Background: an optimization exercise with open tools, aiming at small area, a short achievable clock period and few clock cycles. Do not read the settings as production practice. Function was checked by simulation only, so behaviour that the tests miss may differ from the original.

before:
==> flow/design.v (excerpt) <==
module md5_message_digest (
   input  logic                            clock,
   input  logic                            reset,
   input  logic                            req_valid,
   output logic                            req_ready,
   input  logic [md5_pkg::WORD_W-1:0]      req_word,
   input  logic [md5_pkg::COUNT_W-1:0]     req_bytes,
   input  logic                            req_last,
   output logic                            rsp_valid,
   input  logic                            rsp_ready,
   output logic [md5_pkg::WORD_W-1:0]      rsp_word,
   output logic [md5_pkg::DIDX_W-1:0]      rsp_index,
   output logic                            rsp_done
);
==> flow/config.mk <==
export PLATFORM = sky130hd
export DESIGN_NAME = md5_message_digest
export DESIGN_NICKNAME = md5_message_digest
export VERILOG_FILES = /design/flow/design.v
export SDC_FILE = /design/flow/constraint.sdc
export NUM_CORES = 4
export LEC_CHECK = 0
export ABC_AREA = 1
export CAP_MARGIN = 20
export CORE_MARGIN = 2
export CORE_UTILIZATION = 55
export SETUP_SLACK_MARGIN = 5
export SLEW_MARGIN = 20
export TNS_END_PERCENT = 0
==> flow/constraint.sdc <==
create_clock -name core_clock -period 11.0 [get_ports {clock}]
set_input_delay 2.2000 -clock core_clock [delete_from_list [all_inputs] [get_ports {clock}]]
set_output_delay 2.2000 -clock core_clock [all_outputs]
set_load 0.01 [all_outputs]
standard.sh (not shown) runs the stock make flow with config.mk's settings and CLKGATE_MAP_FILE= SYNTH_SCRIPT=/design/flow/synth_recipe.tcl, a recipe that flattens the netlist after the stock synthesis.
==> flow/flow/run.sh <==
#!/bin/bash
# Standard layout with a stronger setup repair target and buf_4 port buffers;
# make's full output goes to orfs_make.log.
set -euo pipefail
bash standard.sh SETUP_SLACK_MARGIN=7 "BUFFER_PORTS_ARGS=-buffer_cell sky130_fd_sc_hd__buf_4" finish > orfs_make.log 2>&1
before completed end to end with timing, DRC and antenna clean.
Testbench counts of before, summed over its fixed seeds: cycles 45,028.
What after does differently from before at the input level:
diff --git a/flow/design.v b/flow/design.v
--- a/flow/design.v
+++ b/flow/design.v
@@ -392,16 +392,20 @@
          round_ff  <= round_n;
          setup_ff  <= setup_n;
       end
       base_ff <= base_n;
       aligned_ff <= wr_en || (4'(base_ff + widx_ff[3:0]) == 4'd1);
    end
    logic [5:0]  pidx_n, pidx_ff;
-   logic [3:0]  rpos;
    logic [31:0] mword_ff;      
+   logic [31:0] ring_rd;
+   always_comb begin
+      ring_rd = '0;
+      for (int k = 0; k < 16; k++) ring_rd = ring_rd | ({32{rsel_ff[k]}} & ring[k]);
+   end
    logic        ysf_ff, ysn_ff;    
    logic [3:0]  rlo_ff;            
    logic [5:0]  rhi_ff;            
    logic [4:0]  ramt_n;
    assign ramt_n = md5_pkg::md5_rot_amount(step_n);
    function automatic logic [3:0] msg_idx(input logic [5:0] r);
       case (r[5:4])
@@ -409,39 +413,44 @@
          2'd1:    msg_idx = 4'(r[3:0] * 4'd5 + 4'd1);
          2'd2:    msg_idx = 4'(r[3:0] * 4'd3 + 4'd5);
          default: msg_idx = 4'(r[3:0] * 4'd7);
       endcase
    endfunction
    assign stp1_n = setup_ff ? 6'd1 : round_ff ? stp2_ff : stp1_ff;
    assign pidx_n = run_n ? stp1_n : 6'd0;
-   logic [3:0] posa_ff, posb_ff, posc_ff;
+   logic [3:0]  posa_ff, posb_ff, posc_ff, posa_n, posb_n, posc_n, rpos_n;
+   logic [15:0] rsel_ff;
    always_comb begin
-      if (round_ff)      rpos = posb_ff;
-      else if (setup_ff) rpos = posc_ff;
-      else if (run_ff)   rpos = posa_ff;
-      else               rpos = base_ff;
-   end
-   always_ff @(posedge clock) begin
-      pidx_ff <= pidx_n;
       if (round_ff) begin
-         posa_ff <= posb_ff - 4'd1;
-         posb_ff <= base_ff - 4'd1 + msg_idx(6'(stp2_ff + 6'd1));
+         posa_n = posb_ff - 4'd1;
+         posb_n = base_ff - 4'd1 + msg_idx(6'(stp2_ff + 6'd1));
       end else if (setup_ff) begin
-         posa_ff <= base_ff;             
-         posb_ff <= base_ff + 4'd1;      
+         posa_n = base_ff;               
+         posb_n = base_ff + 4'd1;        
       end else begin
-         posa_ff <= posa_ff - 4'd1;
-         posb_ff <= posb_ff - 4'd1;
+         posa_n = posa_ff - 4'd1;
+         posb_n = posb_ff - 4'd1;
       end
-      posc_ff <= base_n + 4'd1;
+      posc_n = base_n + 4'd1;
+      if (round_n)      rpos_n = posb_n;
+      else if (setup_n) rpos_n = posc_n;
+      else if (run_n)   rpos_n = posa_n;
+      else              rpos_n = base_n;
+   end
+   always_ff @(posedge clock) begin
+      pidx_ff <= pidx_n;
+      posa_ff <= posa_n;
+      posb_ff <= posb_n;
+      posc_ff <= posc_n;
+      rsel_ff <= 16'd1 << rpos_n;
       rlo_ff  <= 4'd1 << ramt_n[1:0];
       rhi_ff  <= (round_n && !reset) ? 6'd1 << ramt_n[4:2] : 6'd0;
       ysf_ff  <= setup_n && wfirst_n && !reset;
       ysn_ff  <= setup_n && !wfirst_n && !reset;
-      mword_ff <= (wr_en && pidx_n[5:4] == 2'd0 && wi == pidx_n[3:0]) ? wr_word : ring[rpos];
+      mword_ff <= (wr_en && pidx_n[5:4] == 2'd0 && wi == pidx_n[3:0]) ? wr_word : ring_rd;
    end
    function automatic logic [31:0] ks_add(input logic [31:0] x, input logic [31:0] z);
       logic [31:0] g, t, gn, tn;
       g = x & z;
       t = x | z;
       gn = g;
       tn = t;
==> comparison <==
Global-route wire length before repair, after vs before: down slightly
after vs. before: simple-gate share of the synthesized area has increased; share of the clock period used by the worst path -1.7 points; mapped cell area now sits at about the same level; number of instances on the worst hold path held.
Any difference in width of the die between after and before is small enough to ignore.
The adder-cell area share of the yosys netlist was comparable across before and after.
Compared to before, the router laid down less metal wire for after.
Looking at slowest library cell on the worst path, the dfxtp_1 result is from after; the a31oi_1 one comes from before.
Testbench counts of after, summed over its fixed seeds: cycles 45,028.

## port drivers added, routing unchanged
How much do the figures lean on ideal ports? The routed layouts below were timed once more, with nothing changed but the port constraints. Step 1 (the two cells are an assumption about what drives the block):
set clk [get_ports {clock}]
set_driving_cell -lib_cell sky130_fd_sc_hd__clkbuf_16 $clk
set_driving_cell -lib_cell sky130_fd_sc_hd__buf_2 [delete_from_list [all_inputs] $clk]
Step 2 times the ports against the registers' clock, not the clock port: input delays grow and output delays shrink by t, the midpoint of the rising clock arrivals with the driver on. Three values: ideal, step 1, step 2; two values: the first two.
| run | t (ns) | slack for setup (ns) | worst setup path after step 2 | slew at the worst register clock pin (ns) | pins driven straight from the clock port |
|---|---|---|---|---|---|
| before | 0.785 | 6.771 / 6.771 / 6.518 | input to register | 0.08 / 0.08 | 1 |
| after | 0.788 | 6.953 / 6.953 / 6.380 | input to register | 0.07 / 0.07 | 1 |
After both steps every run listed still meets setup and hold. The setup slack of after, which loses most, moves by 0.000 ns with the drivers and by -0.573 ns with both steps.
